This design comes from an exercise in tuning for small area on the open sky130 flow, not from production work.
At most, simulation tests tie the RTL to the original design; equivalence was not proved.
For run 1, only the layout was checked, not whether the RTL still works.
Power figures rest on the tool's default switching activity, not on a simulated workload.

--- flow/flow/run.sh ---
#!/bin/bash
# Layout flow: the standard flow (standard.sh, unchanged synthesis) with
# two settings passed through the environment:
#  - clock tree synthesis without dummy loads, with sink clusters of up to
#    30 flip-flops within 60 um;
#  - port buffers of the smallest buffer cell.
# The full output goes to standard.log in the work folder.
export CTS_ARGS="-sink_clustering_enable -repair_clock_nets -dont_use_dummy_load -sink_clustering_size 22 -sink_clustering_max_diameter 45 -buf_list sky130_fd_sc_hd__clkbuf_8"
export BUFFER_PORTS_ARGS="-buffer_cell sky130_fd_sc_hd__buf_1"
bash standard.sh > standard.log 2>&1
--- flow/standard.sh ---
#!/bin/bash
# synth_recipe.tcl (not shown) runs the flow's synth.tcl, then flattens the netlist and writes it again
# the make line also repeats each setting of config.mk as NAME=value (left out here)
make -C /OpenROAD-flow-scripts/flow DESIGN_CONFIG=/design/flow/config.mk WORK_HOME=/design/flow/orfs CLKGATE_MAP_FILE= SYNTH_SCRIPT=/design/flow/synth_recipe.tcl "${@:-finish}"
--- flow/config.mk ---
export PLATFORM = sky130hd
export DESIGN_NAME = infix_expression_evaluator
export DESIGN_NICKNAME = infix_expression_evaluator
export VERILOG_FILES = /design/flow/design.v
export SDC_FILE = /design/flow/constraint.sdc
export NUM_CORES = 4
export LEC_CHECK = 0
export CAP_MARGIN = 20
export CORE_MARGIN = 2
export CORE_UTILIZATION = 60
export SLEW_MARGIN = 20
--- flow/constraint.sdc ---
create_clock -name core_clock -period 9.0 [get_ports {clk}]
set_input_delay 1.8000 -clock core_clock [delete_from_list [all_inputs] [get_ports {clk}]]
set_output_delay 1.8000 -clock core_clock [all_outputs]
set_load 0.01 [all_outputs]
--- flow/design.v ---
`default_nettype none
module infix_expression_evaluator #(
	parameter int STACK_DEPTH = 16,
	parameter int VALUE_WIDTH = 32
) (
	input  wire logic        clk,
	input  wire logic        arst_n,
	input  wire logic        start,
	output logic             busy,
	input  wire logic [7:0]  symbol,
	input  wire logic        last,
	output logic             done,
	output logic [31:0]      value,
	output logic [1:0]       status
);
	localparam int N = 14;    
	localparam logic [2:0] P_ADD = 3'b000, P_SUB = 3'b001, P_MUL = 3'b100, P_DIV = 3'b101,
	                       P_OPEN = 3'b010, P_CLOSE = 3'b011, P_FIN = 3'b110, P_NOP = 3'b111;
	localparam logic [1:0] E_OK = 2'd0, E_BAD = 2'd1, E_DIVZ = 2'd2, E_STACK = 2'd3;
	localparam logic [3:0] S_IDLE = 4'd0, S_OPR = 4'd1, S_PRE = 4'd2, S_EMIT = 4'd3,
	                       S_M1 = 4'd4, S_A1 = 4'd5, S_M2 = 4'd6, S_ZC = 4'd7,
	                       S_IT = 4'd8, S_M3 = 4'd9, S_A2 = 4'd10, S_RF = 4'd11,
	                       S_POP = 4'd12, S_PW = 4'd13, S_POP2 = 4'd14;
	logic [3:0]  state;
	logic [3:0]  ph;             
	logic [4:0]  cnt_d, cnt_o;   
	logic [1:0]  err;
	logic [2:0]  pend, top_o, sec_o;
	logic        lastq, neg;
	logic [4:0]  yrot;
	logic [31:0] X, Y;
	logic [32:0] R;
	logic [N*32-1:0] ring;
	logic [N*3-1:0]  oring;
	wire [31:0] tap  = ring[N*32-1 -: 32];
	wire [2:0]  otap = oring[N*3-1 -: 3];
	wire is_dig = (symbol >= 8'd48) && (symbol <= 8'd57);
	logic       is_op;
	logic [2:0] sym_code;
	always_comb begin
		is_op = 1'b1;
		sym_code = P_ADD;
		case (symbol)
			8'd43: sym_code = P_ADD;
			8'd45: sym_code = P_SUB;
			8'd42: sym_code = P_MUL;
			8'd47: sym_code = P_DIV;
			8'd40: sym_code = P_OPEN;
			8'd41: sym_code = P_CLOSE;
			default: is_op = 1'b0;
		endcase
	end
	wire d_at = (ph == cnt_d[3:0]);
	wire o_at = (ph == cnt_o[3:0]);
	wire d_empty = (cnt_d == 5'd0);
	wire d_lt2   = (cnt_d < 5'd2);
	wire d_full  = (cnt_d == 5'd16);
	wire o_empty = (cnt_o == 5'd0);
	wire o_lt2   = (cnt_o < 5'd2);
	wire o_full  = (cnt_o == 5'd16);
	wire yal = (yrot == 5'd0);
	wire dig_wait = is_dig && (err == E_OK) && !d_lt2 && !d_full && !yal;
	assign busy = (state != S_IDLE) || dig_wait;
	wire acc = start && !busy;
	wire op_mul = (top_o == P_MUL);
	wire op_div = (top_o == P_DIV);
	wire op_sub = (top_o == P_SUB);
	wire klast  = (yrot == 5'd31);
	logic        c, m, inv, cin;
	wire  [32:0] B  = ({X[31], X} & {33{m}}) ^ {33{inv}};
	wire  [32:0] T  = {R[31:0], c} + B + 33'(cin);
	always_comb begin
		c = 1'b0; m = 1'b1; inv = 1'b0; cin = 1'b0;
		case (state)
			S_A1: begin inv = X[31]; cin = X[31]; end
			S_ZC: begin inv = !X[31]; cin = !X[31]; end
			S_A2: begin inv = neg; cin = neg; end
			default: begin  
				if (op_mul) begin
					m = Y[31];
				end else if (op_div) begin
					c = Y[31];
					inv = !(R[32] ^ X[31]);
					cin = inv;
				end else begin
					c = Y[31] ^ op_sub;
					m = klast;
					cin = op_sub & klast;
				end
			end
		endcase
	end
	logic [3:0] state_n;
	logic [4:0] cnt_d_n, cnt_o_n;
	logic [1:0] err_n;
	logic [2:0] pend_n;
	logic       lastq_n;
	logic       wr_d, opush, opop, osec;
	logic       red, push, pop, fin_now, cdone;
	logic       x_y, y_r, y_sh, y_tap, r_zero, r_dig, r_sum;
	always_comb begin
		state_n = state;
		cnt_d_n = cnt_d;
		cnt_o_n = cnt_o;
		err_n   = err;
		pend_n  = pend;
		lastq_n = lastq;
		wr_d = 1'b0; opush = 1'b0; opop = 1'b0; osec = 1'b0;
		x_y = 1'b0; y_r = 1'b0; y_sh = 1'b0; y_tap = 1'b0;
		r_zero = 1'b0; r_dig = 1'b0; r_sum = 1'b0;
		done = 1'b0;
		red = 1'b0; push = 1'b0; pop = 1'b0; fin_now = 1'b0; cdone = 1'b0;
		case (state)
			S_IDLE: if (acc) begin
				if (err != E_OK) begin
					if (last) state_n = S_PRE;
				end else if (is_dig) begin
					if (d_full) begin
						err_n = E_STACK;
						if (last) state_n = S_PRE;
					end else begin
						x_y = 1'b1;
						y_r = 1'b1;
						r_dig = 1'b1;
						pend_n = P_FIN;
						lastq_n = last;
						if (!d_lt2) state_n = S_PW;
						else begin
							cnt_d_n = cnt_d + 5'd1;
							if (last) state_n = S_OPR;
						end
					end
				end else if (is_op) begin
					pend_n = sym_code;
					lastq_n = last;
					state_n = S_OPR;
				end else begin
					err_n = E_BAD;
					if (last) state_n = S_PRE;
				end
			end
			S_OPR: begin
				case (pend)
					P_ADD, P_SUB: if (!o_empty && top_o != P_OPEN) red = 1'b1; else push = 1'b1;
					P_MUL, P_DIV: if (!o_empty && top_o[2]) red = 1'b1; else push = 1'b1;
					P_OPEN: push = 1'b1;
					P_CLOSE: begin
						if (o_empty) err_n = E_STACK;
						else if (top_o != P_OPEN) red = 1'b1;
						else begin pop = 1'b1; pend_n = P_NOP; end
					end
					P_NOP: cdone = 1'b1;
					default: begin  
						if (o_empty) fin_now = 1'b1;
						else if (top_o != P_OPEN) red = 1'b1;
						else pop = 1'b1;
					end
				endcase
				if (o_empty && pend == P_CLOSE) begin
					state_n = lastq ? S_PRE : S_IDLE;
				end else if (fin_now) begin
					if (d_empty) err_n = E_STACK;
					state_n = S_PRE;
				end else if (pop) begin
					state_n = S_POP;
				end else if (red) begin
					if (d_lt2) begin
						err_n = E_STACK;
						state_n = lastq ? S_PRE : S_IDLE;
					end else state_n = S_M1;
				end else if (push) begin
					if (o_full) begin
						err_n = E_STACK;
						state_n = lastq ? S_PRE : S_IDLE;
					end else if (o_lt2 || o_at) begin
						opush = 1'b1;
						cnt_o_n = cnt_o + 5'd1;
						cdone = 1'b1;
					end
				end
				if (cdone) begin
					if (lastq) pend_n = P_FIN;
					else state_n = S_IDLE;
				end
			end
			S_PW: begin
				if (d_at) begin
					wr_d = 1'b1;
					cnt_d_n = cnt_d + 5'd1;
					state_n = lastq ? S_OPR : S_IDLE;
				end
			end
			S_POP: begin
				opop = 1'b1;
				cnt_o_n = cnt_o - 5'd1;
				state_n = S_POP2;
			end
			S_POP2: begin
				if (o_lt2 || o_at) begin
					osec = 1'b1;
					state_n = S_OPR;
				end
			end
			S_M1: if (yal) begin
				x_y = 1'b1;
				y_r = 1'b1;
				r_zero = 1'b1;
				cnt_d_n = cnt_d - 5'd1;
				state_n = op_div ? S_A1 : S_IT;
			end
			S_A1: begin
				r_sum = 1'b1;
				state_n = S_M2;
			end
			S_M2: if (yal) begin
				x_y = 1'b1;
				y_r = 1'b1;
				r_zero = 1'b1;
				state_n = S_ZC;
			end
			S_ZC: if (klast) begin
				if (!T[32]) begin
					err_n = E_DIVZ;
					state_n = lastq ? S_PRE : S_IDLE;
				end else state_n = S_IT;
			end
			S_IT: begin
				r_sum = 1'b1;
				y_sh = 1'b1;
				if (klast) state_n = op_div ? S_M3 : S_RF;
			end
			S_M3: begin
				x_y = 1'b1;
				r_zero = 1'b1;
				state_n = S_A2;
			end
			S_A2: begin
				r_sum = 1'b1;
				state_n = S_RF;
			end
			S_RF: begin
				if (d_lt2 || d_at) begin
					y_tap = 1'b1;
					state_n = S_POP;
				end
			end
			S_PRE: begin
				r_zero = (err != E_OK);
				state_n = S_EMIT;
			end
			S_EMIT: begin
				done = 1'b1;
				cnt_d_n = 5'd0;
				cnt_o_n = 5'd0;
				err_n = E_OK;
				state_n = S_IDLE;
			end
			default: state_n = S_IDLE;
		endcase
	end
	always_ff @(posedge clk or negedge arst_n) begin
		if (!arst_n) begin
			state <= S_IDLE;
			ph    <= 4'd2;
			cnt_d <= 5'd0;
			cnt_o <= 5'd0;
			err   <= E_OK;
		end else begin
			state <= state_n;
			ph    <= (ph == 4'd15) ? 4'd2 : ph + 4'd1;
			cnt_d <= cnt_d_n;
			cnt_o <= cnt_o_n;
			err   <= err_n;
		end
	end
	always_ff @(posedge clk) begin
		pend  <= pend_n;
		lastq <= lastq_n;
		if (state == S_M1) neg <= Y[31] ^ R[31];
		if (y_r || y_tap) yrot <= 5'd0;
		else yrot <= yrot + 5'd1;
		if (opush) begin
			top_o <= pend;
			sec_o <= top_o;
		end else begin
			if (opop) top_o <= sec_o;
			if (osec) sec_o <= otap;
		end
		if (x_y) X <= Y;
		if (y_r) Y <= R[31:0];
		else if (y_tap) Y <= tap;
		else Y <= {Y[30:0], (state == S_IT && op_div) ? !T[32] : Y[31]};
		if (r_sum) R <= T;
		else if (r_dig) R <= {29'd0, symbol[3:0]};
		else if (r_zero) R <= 33'd0;
		ring  <= {ring[(N-1)*32-1:0], wr_d ? X : tap};
		oring <= {oring[(N-1)*3-1:0], (opush && !o_lt2) ? sec_o : otap};
	end
	assign value  = R[31:0];
	assign status = err;
endmodule
`default_nettype wire
==> flow_summary.ini, run 1 <==
[critical_path]
path_cells = nand2b_1 > o221ai_4 > o211a_2 > buf_4 > xnor2_1 > fa_1 > inv_1 > fa_1 > nand2b_1 > a21oi_1 > o21ai_0 > a211oi_1 > o2111ai_1 > o311ai_4 > o221ai_1 > mux2_2
cp_max_fo = 32
end_kind = flip-flop
reg2reg_slack_ns = 3.38
path_buf_inv = 2
timing.rr.start = state[3]$_DFFE_PN0P_
cp-start-kind = flip-flop
crit_start = state[3]$_DFFE_PN0P_
crit_family = compound AO/OA/AOI/OAI gates
cp_data_arrival_time_ns = 6.08
r2r_end = state[1]$_DFFE_PN0P_
critPathRequiredTime_ns = 9.46
r2r.worst_path.cells = 16
max_stage_delay_ns = 0.89
cp_slowest_cell = dfrtp_1
crit_type = reg2reg

[min_path]
holdPathStages = 0
hold_class = reg2reg
min-delay-start = ring[31]$_DFF_P_
whs_endpoint = ring[63]$_DFF_P_

[yosys]
synthMuxAreaShare_pct = 4.309
ys_warn_count = 1
ys_top_cells_by_area = dfxtp_1 (55%), edfxtp_1 (12%), ha_1 (2.7%), xnor2_1 (2.6%), dfrtp_1 (2.5%)
syn-num-nets = 1557
ys_seq_area_share_pct = 69.78
syn_area_per_cell_um2 = 12.74
synth_edf_count = 76
synth_top_family_by_area = compound AO/OA/AOI/OAI gates
synth-seq-cells = 623
synth_compound_area_share_pct = 8.362
synthArstFlopShare_pct = 3.210
yosysTopAreaCellShare_pct = 55.21
yosys.area_share.simple_pct = 7.681
synth_area_leader_cell = dfxtp_1
synth_cell_type_count = 75
synth_fa_ha_area_share_pct = 3.156
synthFlopType = dfxtp_1
syn_inst = 1500
synth-xor-area-share_pct = 3.601
syn_area_um2 = 19110

[timing]
final-setup-viol-count = 0
slew_viol_final = 0
rsz0062_at_grt = false
relSlewSlack_pct = 35.93
fmax_ghz = 0.1779
tightest_slew_ns = 0.9558
fin_crit_sh_pct = 62.45
fin_skew_ns = 0.07299
min_period_ns = 5.620
tns_ns = 0
finalHoldViolations = 0

[detailed_routing]
drtAntennaViolNets = 0
first_pass_iters = 5
drtIter0Drc = 544
vias_per_cell = 5.312
route.detailed.drc = 0
vias = 10173
post_drt_wl_per_cell_um = 17.60
wl_mm = 33.71

[global_routing]
grt-ovfl-total = 0
grt_use_total_pct = 20.69
grt_max_degree = 65
grt_pass1_wl_mm = 53.88
grt_pass1_vias = 9953
antenna_found_initial = 0

[finish]
synthToLayoutAreaGrowth_pct = 4.918
nets = 1572
layout-drive-gt1-share_pct = 8.130
antenna_cells = 0

[clock_network]
clock-root-buffer = clkbuf_8
cts_tree = built
cts_resized = 0
path_clk_slew_ns = 0.10
cts_made_buffers = 45
h-tree-depth = 2
cts_buffer_depth = 3
clock_latency_ns = 0.62
clock-sinks = 623
cts_hold_buf = 0
post_cts_buffers = 0

[die]
core-area_um2 = 31470
die_h_um = 182.5
fp-row-count = 65
start_util_pct = 60.71
fp.dieW_um = 182.5
io_pins = 48
dieArea_um2 = 33290

[power]
ir_worst_vdd_mv = 0.2069
power_density_nw_per_um2 = 379.1
power_mw = 7.601
p_leak_nw = 7.804

[outcome]
outcome = no timing/DRC/antenna violations

[placement]
place_hpwl_mm = 22.74
portBuffers = 47
gp_congestion = 0.8810

[run]
maxCapViolations = 0
cells by family after synthesis:
family | Yosys count
flops | 623
simple gates | 307
compound gates | 247
buf+inv | 123
xor+xnor | 77
mux | 77
fa+ha+maj | 46
registers in the layout, indices dropped and copies added, names as in the netlist, 5 cells and up:
name and cells:
X 32, R 33, oring 42, yrot 5
Y 32, ring 448, cnt_d 5, cnt_o 5
synth_stat cells (14+ instances only):
cell type	n
nor3_1	30
clkbuf_1	48
xnor2_1	56
nand2_1	116
a21oi_1	53
nand2b_1	14
dfxtp_1	527
a21o_1	20
ha_1	41
mux2_2	42
o21ai_0	82
nand3_1	15
buf_4	34
inv_1	33
edfxtp_1	76
dfrtp_1	19
mux2i_1	35
xor2_1	20
nor2_1	70
layout by cell type, fill, tap and decap left out, drive strengths merged, types with 31 or more instances in the layout:
cell type / n
dfxtp: 527
nand2: 116
o21ai: 85
edfxtp: 76
nor2: 70
buf: 58
xnor2: 56
a21oi: 53
clkbuf: 45
mux2: 42
ha: 41
mux2i: 35
inv: 33
nor3: 31
power breakdown:
part,switching [mW],internal [mW]
registers,0.263,3.20
clock network,0.768,0.449
logic,1.77,1.15
per-layer routing:
layer | wire length (um) | up-vias | GRT usage, % | part of all wire (%)
met2 | 15080 | 155 | 32.64 | 45
met3 | 1280 | 71 | 3.512 | 3.8
li1 | - | 5100 | - | -
met5 | 0 | - | 0 | 0
met4 | 945 | 0 | 6.774 | 2.8
met1 | 16400 | 4847 | 29.31 | 49
worst max-delay path by stage:
| stage | end | slack (ns) | cells past startpoint |
|---|---|---|---|
| final | state[1]$_DFFE_PN0P_ | 3.38 | 16 |
| after global routing | state[1]$_DFFE_PN0P_ | 2.99 | 16 |
| after floorplan | X[0]$_DFFE_PP_ | 3.95 | 8 |
| after detailed placement | state[1]$_DFFE_PN0P_ | 3.40 | 16 |
| after CTS | state[1]$_DFFE_PN0P_ | 3.40 | 16 |
| after global placement | state[1]$_DFFE_PN0P_ | 3.52 | 16 |
stage by stage:
stage	utilization (%)	std cells	hold WS, ns	setup slack, ns	instance area [um^2]
floorplan	-	1500	0.3096	3.949	19110
global placement	61.72	1870	0.3098	3.516	19430
detailed placement	61.72	1870	0.3121	3.399	19430
CTS	63.69	1915	0.2672	3.400	20050
global route	63.70	1915	0.2670	2.987	20050
finish	63.70	1915	0.2590	3.380	20050
area by class of cell:
| cell class | count | area (um^2) |
|---|---|---|
| flip-flops and latches | 623 | 13330 |
| fillers | 2423 | 11430 |
| multi-input cells | 754 | 5209 |
| clock buffers | 45 | 619.3 |
| well taps | 402 | 503.0 |
| repair buffers | 58 | 259.0 |
| inverters | 33 | 123.9 |
==> inputs of run 2 (changes only) <==
--- a/flow/design.v
+++ b/flow/design.v
@@ -27,7 +27,7 @@
 	logic [1:0]  err;
 	logic [2:0]  pend, top_o, sec_o;
 	logic        lastq, neg;
-	logic [4:0]  yrot;
+	logic [4:0]  yrot, rrot;
 	logic [31:0] X, Y;
 	logic [32:0] R;
 	logic [N*32-1:0] ring;
@@ -75,7 +75,7 @@
 			S_A1: begin inv = X[31]; cin = X[31]; end
 			S_ZC: begin inv = !X[31]; cin = !X[31]; end
 			S_A2: begin inv = neg; cin = neg; end
-			default: begin  
+			S_IT: begin
 				if (op_mul) begin
 					m = Y[31];
 				end else if (op_div) begin
@@ -88,6 +88,10 @@
 					cin = op_sub & klast;
 				end
 			end
+			default: begin
+				c = R[31];
+				m = 1'b0;
+			end
 		endcase
 	end
 	logic [3:0] state_n;
@@ -206,7 +210,7 @@
 				y_r = 1'b1;
 				r_zero = 1'b1;
 				cnt_d_n = cnt_d - 5'd1;
-				state_n = op_div ? S_A1 : S_IT;
+				state_n = op_div ? S_A1 : S_ZC;
 			end
 			S_A1: begin
 				r_sum = 1'b1;
@@ -218,8 +222,10 @@
 				r_zero = 1'b1;
 				state_n = S_ZC;
 			end
-			S_ZC: if (klast) begin
-				if (!T[32]) begin
+			S_ZC: begin
+				r_zero = 1'b1;
+				if (!klast) begin
+				end else if (op_div && !T[32]) begin
 					err_n = E_DIVZ;
 					state_n = lastq ? S_PRE : S_IDLE;
 				end else state_n = S_IT;
@@ -245,8 +251,10 @@
 				end
 			end
 			S_PRE: begin
-				r_zero = (err != E_OK);
-				state_n = S_EMIT;
+				if (err != E_OK) begin
+					r_zero = 1'b1;
+					state_n = S_EMIT;
+				end else if (rrot == 5'd31) state_n = S_EMIT;
 			end
 			S_EMIT: begin
 				done = 1'b1;
@@ -276,9 +284,13 @@
 	always_ff @(posedge clk) begin
 		pend  <= pend_n;
 		lastq <= lastq_n;
-		if (state == S_M1) neg <= Y[31] ^ R[31];
-		if (y_r || y_tap) yrot <= 5'd0;
+		if (state == S_A1) neg <= X[31];
+		else if (state == S_ZC && klast) neg <= neg ^ X[31];
+		if (y_tap) yrot <= 5'd0;
+		else if (y_r) yrot <= rrot;
 		else yrot <= yrot + 5'd1;
+		if (r_sum || r_dig || r_zero) rrot <= 5'd0;
+		else rrot <= rrot + 5'd1;
 		if (opush) begin
 			top_o <= pend;
 			sec_o <= top_o;
@@ -290,9 +302,9 @@
 		if (y_r) Y <= R[31:0];
 		else if (y_tap) Y <= tap;
 		else Y <= {Y[30:0], (state == S_IT && op_div) ? !T[32] : Y[31]};
-		if (r_sum) R <= T;
-		else if (r_dig) R <= {29'd0, symbol[3:0]};
+		if (r_dig) R <= {29'd0, symbol[3:0]};
 		else if (r_zero) R <= 33'd0;
+		else R <= T;
 		ring  <= {ring[(N-1)*32-1:0], wr_d ? X : tap};
 		oring <= {oring[(N-1)*3-1:0], (opush && !o_lt2) ? sec_o : otap};
 	end
==> flow/flow/run.sh (replaced) <==
#!/bin/bash
# Layout flow: the standard flow (standard.sh, unchanged synthesis) with
# two settings passed through the environment:
#  - clock tree synthesis without dummy loads, with sink clusters of up to
#    30 flip-flops within 60 um;
#  - port buffers of the smallest buffer cell.
# The full output goes to standard.log in the work folder.
export CTS_ARGS="-sink_clustering_enable -repair_clock_nets -dont_use_dummy_load -sink_clustering_size 20 -sink_clustering_max_diameter 45 -buf_list sky130_fd_sc_hd__clkbuf_8"
export BUFFER_PORTS_ARGS="-buffer_cell sky130_fd_sc_hd__buf_1"
bash standard.sh > standard.log 2>&1
--- a/flow/config.mk
+++ b/flow/config.mk
@@ -7,5 +7,5 @@
 export LEC_CHECK = 0
 export CAP_MARGIN = 20
 export CORE_MARGIN = 2
-export CORE_UTILIZATION = 60
+export CORE_UTILIZATION = 55
 export SLEW_MARGIN = 20
==> run 2 against run 1 <==
Still clean. Final cell count up 4.0%. Combinational power shrank 29%. Via count up 1.6%. Sequential cell count is 5 higher. Power decreased by 12%. Clock power grew 4%. Register-to-register slack gained 0.45 ns. Setup slack improved by 0.45 ns. Largest power group unchanged.
==> flow_summary.ini, run 2 <==
[outcome]
outcome = no timing/DRC/antenna violations

[timing]
slew_viol_final = 0
fmax_ghz = 0.1933
finalHoldViolations = 0
fin_skew_ns = 0.08756
relSlewSlack_pct = 28.43
final-setup-viol-count = 0
worst_hold_slack_ns = 0.2992
tightest_slew_ns = 1.059
rsz0062_at_grt = false
fin_crit_sh_pct = 57.47
min_period_ns = 5.172
tns_ns = 0

[clock_network]
cts_buffer_depth = 3
cts_hold_buf = 0
clock-root-buffer = clkbuf_8
path_clk_slew_ns = 0.11
post_cts_buffers = 0
clock-sinks = 628
cts_resized = 0
cts_tree = built
cts_made_buffers = 48
h-tree-depth = 2
clock_latency_ns = 0.66

[yosys]
ys_seq_area_share_pct = 69.19
synth_cell_type_count = 81
ys_warn_count = 1
synthFlopType = dfxtp_1
synth_edf_count = 43
synthArstFlopShare_pct = 3.185
syn_area_um2 = 18940
synth_commonest_cells = dfxtp_1 (565), nor2_1 (103), nand2_1 (94), a21oi_1 (78), xnor2_1 (54)
ys_top_cells_by_area = dfxtp_1 (60%), edfxtp_1 (6.8%), ha_1 (2.8%), dfrtp_1 (2.5%), xnor2_1 (2.5%)
synth.most_common_cell = dfxtp_1
yosysTopAreaCellShare_pct = 59.72
syn-num-nets = 1575
synth_area_leader_cell = dfxtp_1
syn_inst = 1516
synth-seq-cells = 628
syn_area_per_cell_um2 = 12.49

[global_routing]
grt-busiest-layer = met2
grt_use_total_pct = 20.03
grt_max_degree = 76
globalRouteMet3Util_pct = 3.616
grt_pass1_wl_mm = 56.08
grt-ovfl-total = 0
grt_pass1_vias = 10288
use_met2_pct = 30.80
antenna_found_initial = 0
grt_use_met1_pct = 28.56

[detailed_routing]
first_pass_iters = 5
drtIter0Drc = 500
route.detailed.drc = 0
wl_mm = 34.97
post_drt_wl_per_cell_um = 17.55
vias = 10340
drtAntennaViolNets = 0
vias_per_cell = 5.191

[die]
die_h_um = 189.6
io_pins = 48
fp-row-count = 67
core-area_um2 = 33700
fp.dieW_um = 189.6
start_util_pct = 56.20
dieArea_um2 = 35930

[critical_path]
end_kind = flip-flop
cp-start-kind = flip-flop
cp_max_fo = 33
critPathRequiredTime_ns = 9.46
crit_type = reg2reg
cp_data_arrival_time_ns = 5.64
r2r.worst_path.cells = 16

[finish]
nets = 1605
layout-drive-gt1-share_pct = 7.902
multi_input_area_um2 = 5285
antenna_cells = 0
final.fill_count = 2803
largest_register_ffs = 448
regMostFlops = ring
final_common_cell = dfxtp_1
synthToLayoutAreaGrowth_pct = 5.642
layout_common_cells = dfxtp_1 (565), nor2_1 (103), nand2_1 (94)
regArea_um2 = 13100
reg_top3 = ring x448, oring x42, R x33

[min_path]
holdPathStages = 0
hold_class = reg2reg

[power]
ir_worst_vdd_mv = 0.1898
power_density_nw_per_um2 = 333.7
p_leak_nw = 8.078

[placement]
portBuffers = 47
place_hpwl_mm = 23.58
gp_congestion = 0.8784

[run]
maxCapViolations = 0
## run 2: cell types whose count changed after synthesis, moves of 22 or more
cell	delta
dfxtp_1	+38
o21ai_0	-30
edfxtp_1	-33
nand2_1	-22
a21oi_1	+25
nor2_1	+33
## run 2: per-layer routing
layer / wire [um] / vias to the layer above
met1: 17500 / 4927
met5: 0 / -
li1: - / 5194
met3: 1325 / 62
met4: 878 / 0
met2: 15260 / 157
## run 2: where the power goes
| group | total, mW | switching, mW | internal [mW] |
|---|---|---|---|
| Sequential | 3.35 | 0.238 | 3.11 |
| Combinational | 2.06 | 1.24 | 0.821 |
| Clock | 1.27 | 0.794 | 0.477 |
| Total | 6.68 | 2.27 | 4.41 |
## run 2: final timing paths
kind                       slack (ns)                    to                 start
hold / removal                   0.30     ring[184]$_DFF_P_     ring[152]$_DFF_P_
setup / recovery                 3.83    err[0]$_DFFE_PN0P_  state[3]$_DFFE_PN0P_
setup reg to reg                 3.83    err[0]$_DFFE_PN0P_  state[3]$_DFFE_PN0P_
min in group asynchronous        1.17  state[2]$_DFFE_PN0P_                arst_n
hold reg to reg                  0.30     ring[184]$_DFF_P_     ring[152]$_DFF_P_
max in group asynchronous        7.48       ph[1]$_DFF_PN1_                arst_n
## run 2: cell families (layout without fill, tap and decap cells)
logic type	Yosys count	after routing	synth area share, %
buf+inv	113	141	3.072
simple gates	328	328	8.205
xor+xnor	71	71	3.363
flops	628	628	69.19
fa+ha+maj	47	47	3.264
mux	80	80	4.499
compound gates	249	249	8.410
## run 2: worst max-delay path: stages (launching register included)
cell       delay, ns
dfrtp_1         0.85
nand2b_4        0.19
nor4_1          0.50
a21bo_2         0.21
buf_4           0.45
xor2_1          0.25
fa_1            0.23
inv_1           0.06
fa_1            0.40
a21o_1          0.19
a41o_1          0.27
nor4_2          0.28
nor3b_1         0.15
o2111ai_1       0.35
a21oi_1         0.21
o41ai_1         0.33
a21boi_1        0.10
## run 2: per-stage QoR
stage	utilization, %	total power [mW]	setup WS, ns	cell area [um^2]	cells
after global placement	57.41	5.475	3.969	19350	1944
after detailed placement	57.41	5.472	3.825	19350	1944
after floorplan	-	4.984	4.085	18940	1516
after CTS	59.37	6.754	3.831	20010	1992
after global routing	59.37	7.138	3.404	20010	1992
final	59.37	6.676	3.828	20010	1992
## run 2: cell type report
cell class	instances	area share, %
tap	448	2.802
timing repair buffer	60	1.370
inverter	33	0.6191
sequential	628	65.49
multi-input combinational	775	26.41
clock buffer	48	3.302
==> inputs of run 3 (changes only) <==
--- a/flow/flow/run.sh
+++ b/flow/flow/run.sh
@@ -2,7 +2,7 @@
 # Layout flow: the standard flow (standard.sh, unchanged synthesis) with
 # two settings passed through the environment:
 #  - clock tree synthesis without dummy loads, with sink clusters of up to
-#    30 flip-flops within 60 um;
+#    20 flip-flops within 45 um, driven by clkbuf_8 cells;
 #  - port buffers of the smallest buffer cell.
 # The full output goes to standard.log in the work folder.
 export CTS_ARGS="-sink_clustering_enable -repair_clock_nets -dont_use_dummy_load -sink_clustering_size 20 -sink_clustering_max_diameter 45 -buf_list sky130_fd_sc_hd__clkbuf_8"
==> run 3 against run 2 <==
Still clean on timing, DRC and antenna. Critical path depth is the same. Utilization is the same. Fmax is the same. Register-to-register slack is essentially flat. First-iteration DRC count is the same. Clock power is essentially flat. Design area is the same. Synthesized cell count is the same. Largest power group unchanged.
==> flow_summary.ini, run 3 <==
[outcome]
outcome = no timing/DRC/antenna violations

[critical_path]
r2r_end = err[0]$_DFFE_PN0P_
max_stage_delay_ns = 0.85
critPathRequiredTime_ns = 9.46
r2r.worst_path.cells = 16
crit_family = compound AO/OA/AOI/OAI gates
cp_slowest_cell = dfrtp_1
cp_data_arrival_time_ns = 5.64
reg2reg_slack_ns = 3.83
cp_max_fo = 33
path_buf_inv = 2
crit_type = reg2reg
path_cells = nand2b_4 > nor4_1 > a21bo_2 > buf_4 > xor2_1 > fa_1 > inv_1 > fa_1 > a21o_1 > a41o_1 > nor4_2 > nor3b_1 > o2111ai_1 > a21oi_1 > o41ai_1 > a21boi_1
cp-start-kind = flip-flop
crit_path_frequent_cell = fa_1
end_kind = flip-flop
timing.rr.start = state[3]$_DFFE_PN0P_

[clock_network]
cts_resized = 0
cts_tree = built
path_clk_slew_ns = 0.11
post_cts_buffers = 0
cts_buffer_depth = 3
h-tree-depth = 2
clock-root-buffer = clkbuf_8
clock-sinks = 628
clock_latency_ns = 0.66
cts_made_buffers = 48
cts_hold_buf = 0

[finish]
layout-drive-gt1-share_pct = 7.902
regMostFlops = ring
largest_register_ffs = 448
synthToLayoutAreaGrowth_pct = 5.642
layout_common_cells = dfxtp_1 (565), nor2_1 (103), nand2_1 (94)
stdcell_area_um2 = 20010
nets = 1605
reg_top3 = ring x448, oring x42, R x33
antenna_cells = 0
final_common_cell = dfxtp_1

[global_routing]
antenna_found_initial = 0
grt_max_degree = 76
grt_pass1_vias = 10288
grt_use_total_pct = 20.03
grt_pass1_wl_mm = 56.08
grt-ovfl-total = 0

[power]
power_frac_comb_pct = 30.8
swShare_pct = 33.98
netSwitchingPower_mw = 2.268
power_density_nw_per_um2 = 333.7
ir_worst_vdd_mv = 0.1898
p_leak_nw = 8.078
clockPowerShare_pct = 19.0
p_int_mw = 4.408
seqPwrFrac_pct = 50.2

[yosys]
yosysTopAreaCellShare_pct = 59.72
syn_area_per_cell_um2 = 12.49
synth_commonest_cells = dfxtp_1 (565), nor2_1 (103), nand2_1 (94), a21oi_1 (78), xnor2_1 (54)
syn_inst = 1516
synth_edf_count = 43
synth_area_leader_cell = dfxtp_1
synth.most_common_cell = dfxtp_1
synthFlopType = dfxtp_1
synth_cell_type_count = 81
ys_warn_count = 1
syn-num-nets = 1575
synth-seq-cells = 628
syn_area_um2 = 18940
ys_seq_area_share_pct = 69.19
ys_top_cells_by_area = dfxtp_1 (60%), edfxtp_1 (6.8%), ha_1 (2.8%), dfrtp_1 (2.5%), xnor2_1 (2.5%)
synthArstFlopShare_pct = 3.185

[placement]
gp_congestion = 0.8784
place_hpwl_mm = 23.58
portBuffers = 47
postPlaceCellArea_um2 = 19350

[timing]
final-setup-viol-count = 0
finalHoldViolations = 0
fin_skew_ns = 0.08756
tightest_slew_ns = 1.059
slew_viol_final = 0
tns_ns = 0
relSlewSlack_pct = 28.43
rsz0062_at_grt = false
fmax_ghz = 0.1933
min_period_ns = 5.172
fin_crit_sh_pct = 57.47

[detailed_routing]
wl_met2_mm = 15.26
first_pass_iters = 5
drtAntennaViolNets = 0
wl_mm = 34.97
vias_per_cell = 5.191
dr_wl_met3_mm = 1.325
drtIter0Drc = 500
m1WireLength_mm = 17.50
vias = 10340
highest_layer = met4
post_drt_wl_per_cell_um = 17.55
route.detailed.drc = 0

[die]
fp-row-count = 67
die_h_um = 189.6
io_pins = 48
dieArea_um2 = 35930
fp.dieW_um = 189.6
core-area_um2 = 33700
start_util_pct = 56.20

[min_path]
hold_class = reg2reg
whs_endpoint = ring[184]$_DFF_P_
holdPathStages = 0
min-delay-start = ring[152]$_DFF_P_

[run]
maxCapViolations = 0
[run 3: cell counts after synthesis]
Identical to the previous run, type by type.
[run 3: area by class of cell]
class                           instances  area, um^2
Fill cell                            2803       13690
Sequential cell                       628       13100
Multi-Input combinational cell        775        5285
Clock buffer                           48       660.6
Tap cell                              448       560.5
Timing Repair Buffer                   60       274.0
Inverter                               33       123.9
[run 3: worst register-to-register path, delay by kind of cell, from the launching register on]
kind,cells,cell delay [ns]
buffers and inverters,2,0.51
and+or+nand+nor,4,1.13
DFF,1,0.85
adders and majority gates,2,0.63
xor gates and xnor gates,1,0.27
AOI/OAI and AO/OA,7,1.66
[run 3: worst max-delay path by stage]
stage | startpoint | endpoint | slack, ns | depth (start not counted)
global route | state[1]$_DFFE_PN0P_ | err[0]$_DFFE_PN0P_ | 3.40 | 17
detailed placement | state[3]$_DFFE_PN0P_ | err[0]$_DFFE_PN0P_ | 3.83 | 16
global placement | state[3]$_DFFE_PN0P_ | err[0]$_DFFE_PN0P_ | 3.97 | 16
floorplan | symbol[5] | X[0]$_DFFE_PP_ | 4.08 | 8
CTS | state[3]$_DFFE_PN0P_ | err[0]$_DFFE_PN0P_ | 3.83 | 16
finish | state[3]$_DFFE_PN0P_ | err[0]$_DFFE_PN0P_ | 3.83 | 16
[run 3: power by group through the flow]
stage	Combinational [mW]	Sequential [mW]	Clock, mW
global placement	2.06	3.42	0
finish	2.06	3.35	1.27
floorplan	1.68	3.30	0
global route	2.32	3.39	1.43
CTS	2.07	3.36	1.33
detailed placement	2.05	3.42	0
[run 3: kinds of logic after synthesis]
group	Yosys count	share of synthesized area, %
multiplexers	80	4.499
buffers and inverters	113	3.072
adder cells (fa/ha/maj)	47	3.264
XOR/XNOR	71	3.363
AO/OA/AOI/OAI	249	8.410
AND/OR/NAND/NOR	328	8.205
flip-flops	628	69.19
[run 3: stage by stage]
step / util [%] / power [mW] / std cells / hold slack (ns) / worst slack, ns
floorplan: - / 4.984 / 1516 / 0.3096 / 4.085
global placement: 57.41 / 5.475 / 1944 / 0.3095 / 3.969
detailed placement: 57.41 / 5.472 / 1944 / 0.3121 / 3.825
CTS: 59.37 / 6.754 / 1992 / 0.3042 / 3.831
global route: 59.37 / 7.138 / 1992 / 0.3092 / 3.404
finish: 59.37 / 6.676 / 1992 / 0.2992 / 3.828
[run 3: routing by layer]
| layer | global-route usage, % | up-vias |
|---|---|---|
| li1 | - | 5194 |
| met1 | 28.56 | 4927 |
| met2 | 30.80 | 157 |
| met3 | 3.616 | 62 |
| met4 | 7.185 | 0 |
| met5 | 0 | - |
==> inputs of run 4 (changes only) <==
==> flow/flow/run.sh (replaced) <==
#!/bin/bash
# Layout flow: the standard flow (standard.sh, unchanged synthesis) with
# two settings passed through the environment:
#  - clock tree synthesis without dummy loads, with sink clusters of up to
#    30 flip-flops within 60 um;
#  - port buffers of the smallest buffer cell.
# The full output goes to standard.log in the work folder.
export CTS_ARGS="-sink_clustering_enable -repair_clock_nets -dont_use_dummy_load -sink_clustering_size 20 -sink_clustering_max_diameter 50 -buf_list sky130_fd_sc_hd__clkbuf_8"
export BUFFER_PORTS_ARGS="-buffer_cell sky130_fd_sc_hd__buf_1"
bash standard.sh > standard.log 2>&1
--- a/flow/config.mk
+++ b/flow/config.mk
@@ -7,5 +7,5 @@
 export LEC_CHECK = 0
 export CAP_MARGIN = 20
 export CORE_MARGIN = 2
-export CORE_UTILIZATION = 55
+export CORE_UTILIZATION = 40
 export SLEW_MARGIN = 20
==> run 4 against run 3 <==
Non-clock buffer count up 2. Via count up 1.3%. Still clean. Utilization down 16 points. Synthesized area unchanged. Setup slack worse by 0.18 ns. First-iteration DRC count up 13%. Worst hold slack worse by 0.015 ns. Largest power group unchanged. Count of clock-buffer cells in the layout unchanged.
==> flow_summary.ini, run 4 <==
[detailed_routing]
post_drt_wl_per_cell_um = 16.03
vias = 10474
drtAntennaViolNets = 0
wl_mm = 34.55
route.detailed.drc = 0
vias_per_cell = 4.858
drtIter0Drc = 564
first_pass_iters = 18

[finish]
instances_no_fill = 2156
stdcell_area_um2 = 20230
largest_register_ffs = 448
final_util_pct = 43.36
reg_top3 = ring x448, oring x42, R x33
final_common_cell = dfxtp_1
layout_common_cells = dfxtp_1 (565), nor2_1 (103), nand2_1 (94)
regMostFlops = ring
layout-drive-gt1-share_pct = 8.021
synthToLayoutAreaGrowth_pct = 6.811
nets = 1607

[global_routing]
grt-ovfl-total = 0
grt_use_total_pct = 14.30
grt_pass1_vias = 10211
grt_pass1_wl_mm = 55.96
grt_max_degree = 76
antenna_found_initial = 1

[yosys]
synthArstFlopShare_pct = 3.185
synthFlopType = dfxtp_1
syn-num-nets = 1575
ys_top_cells_by_area = dfxtp_1 (60%), edfxtp_1 (6.8%), ha_1 (2.8%), dfrtp_1 (2.5%), xnor2_1 (2.5%)
synth_edf_count = 43
syn_area_um2 = 18940
syn_area_per_cell_um2 = 12.49
yosysTopAreaCellShare_pct = 59.72
synth_cell_type_count = 81
synth_area_leader_cell = dfxtp_1
synth.most_common_cell = dfxtp_1
synth-seq-cells = 628
synth_commonest_cells = dfxtp_1 (565), nor2_1 (103), nand2_1 (94), a21oi_1 (78), xnor2_1 (54)
ys_warn_count = 1
ys_seq_area_share_pct = 69.19
syn_inst = 1516

[timing]
fin_skew_ns = 0.1103
finalHoldViolations = 0
fin_crit_sh_pct = 59.48
fmax_ghz = 0.1868
final-setup-viol-count = 0
rsz0062_at_grt = false
slew_viol_final = 0
fin_ws_ns = 3.647
tns_ns = 0
min_period_ns = 5.353
relSlewSlack_pct = 36.63
worst_hold_slack_ns = 0.2843
tightest_slew_ns = 0.9382

[die]
fp-row-count = 79
die_h_um = 221.6
start_util_pct = 40.59
fp.dieW_um = 221.6
core-area_um2 = 46650
dieArea_um2 = 49100
io_pins = 48

[min_path]
whs_endpoint = ring[361]$_DFF_P_
holdPathStages = 0
hold_class = reg2reg
min-delay-start = ring[329]$_DFF_P_

[run]
maxCapViolations = 0

[power]
ir_worst_vdd_mv = 0.1895
p_int_mw = 4.409
netSwitchingPower_mw = 2.264
clockPowerShare_pct = 19.1
seqPwrFrac_pct = 50.2
swShare_pct = 33.92
power_mw = 6.673
power_density_nw_per_um2 = 329.9
power_frac_comb_pct = 30.7
p_leak_nw = 8.088

[clock_network]
clock-sinks = 628
cts_tree = built
clock-root-buffer = clkbuf_8
post_cts_buffers = 0
cts_buffer_depth = 3
clock_latency_ns = 0.66
path_clk_slew_ns = 0.11
cts_hold_buf = 0
cts_made_buffers = 48
cts_resized = 0
h-tree-depth = 2

[critical_path]
critPathRequiredTime_ns = 9.48
r2r.worst_path.cells = 17
timing.rr.start = state[1]$_DFFE_PN0P_
cp-start-kind = flip-flop
r2r_end = err[0]$_DFFE_PN0P_
end_kind = flip-flop
path_cells = clkinv_1 > nand2_1 > a21o_1 > buf_4 > nand2_1 > xor2_1 > fa_1 > inv_1 > fa_1 > a21o_1 > a41o_1 > nor4_2 > nor3b_1 > o2111ai_1 > a21oi_1 > o41ai_1 > a21boi_1
reg2reg_slack_ns = 3.65
crit_family = compound AO/OA/AOI/OAI gates
cp_max_fo = 31
cp_slowest_cell = dfrtp_1
path_buf_inv = 3
max_stage_delay_ns = 0.82
cp_data_arrival_time_ns = 5.84
crit_type = reg2reg
crit_cells = 17

[outcome]
outcome = no timing/DRC/antenna violations

[placement]
portBuffers = 47
place_hpwl_mm = 23.35
gp_congestion = 0.8314
post-place-cells = 2105
pre_cts_ws_ns = 3.607
postPlaceCellArea_um2 = 19560
-- run 4: per-layer routing --
| layer | part of all wire [%] | vias to the layer above | track usage, % |
|---|---|---|---|
| met5 | 0 | - | 0 |
| met4 | 2.5 | 0 | 4.708 |
| met3 | 5.2 | 51 | 3.300 |
| met2 | 42 | 179 | 21.12 |
| met1 | 50 | 5044 | 20.64 |
| li1 | - | 5200 | - |
-- run 4: area by class of cell --
| type | count | area [um^2] |
|---|---|---|
| sequential | 628 | 13100 |
| timing repair buffer | 62 | 289.0 |
| inverter | 33 | 123.9 |
| antenna | 3 | 7.507 |
| fill | 4390 | 26430 |
| tap | 607 | 759.5 |
| multi-input combinational | 775 | 5285 |
| clock buffer | 48 | 660.6 |
-- run 4: worst max path at each step --
stage	start	end	slack, ns
6_report	state[1]$_DFFE_PN0P_	err[0]$_DFFE_PN0P_	3.65
5_1_grt	state[1]$_DFFE_PN0P_	err[0]$_DFFE_PN0P_	3.22
4_1_cts	state[1]$_DFFE_PN0P_	err[0]$_DFFE_PN0P_	3.59
3_5_place_dp	state[1]$_DFFE_PN0P_	err[0]$_DFFE_PN0P_	3.61
3_3_place_gp	state[1]$_DFFE_PN0P_	err[0]$_DFFE_PN0P_	3.78
2_1_floorplan	symbol[5]	X[0]$_DFFE_PP_	4.08
-- run 4: power by group through the flow --
stage               registers (mW)  logic, mW  clock network [mW]
finish                        3.35       2.05                1.27
detailed placement            3.42       2.06                   0
global placement              3.41       2.05                   0
floorplan                     3.30       1.68                   0
CTS                           3.36       2.07                1.34
global route                  3.39       2.32                1.44
-- run 4: cells by family after synthesis --
group / count (synthesis) / synth area share, %
buf+inv: 113 / 3.072
simple gates: 328 / 8.205
mux: 80 / 4.499
fa+ha+maj: 47 / 3.264
compound gates: 249 / 8.410
xor+xnor: 71 / 3.363
flops: 628 / 69.19

## afterwards: timing with drivers on the ports
No port has a modelled driver above. Below, the same layouts with a new extraction and two added sets of constraints.
Step 1 sets driving cells, clkbuf_16 on the clock port and buf_2 on the other inputs (assumed; they add their load-dependent delay and slew).
Step 2 times the ports against the registers' clock, not the clock port: input delays grow and output delays shrink by t, the midpoint of the rising clock arrivals with the driver on.
Slacks: ideal ports / drivers / drivers and shift; pairs: ideal ports / drivers.
run	t, ns	slack for setup (ns)	hold WS [ns]	worst setup path after step 2	pins driven straight from the clock port
run 1	0.631	3.380 / 3.380 / 3.380	0.259 / 0.259 / 0.259	register to register	1
run 2	0.663	3.828 / 3.828 / 3.828	0.299 / 0.299 / 0.299	register to register	1
run 3	0.663	3.828 / 3.828 / 3.828	0.299 / 0.299 / 0.299	register to register	1
run 4	0.658	3.647 / 3.647 / 3.647	0.284 / 0.284 / 0.284	register to register	1
After both steps every run listed still meets setup and hold.
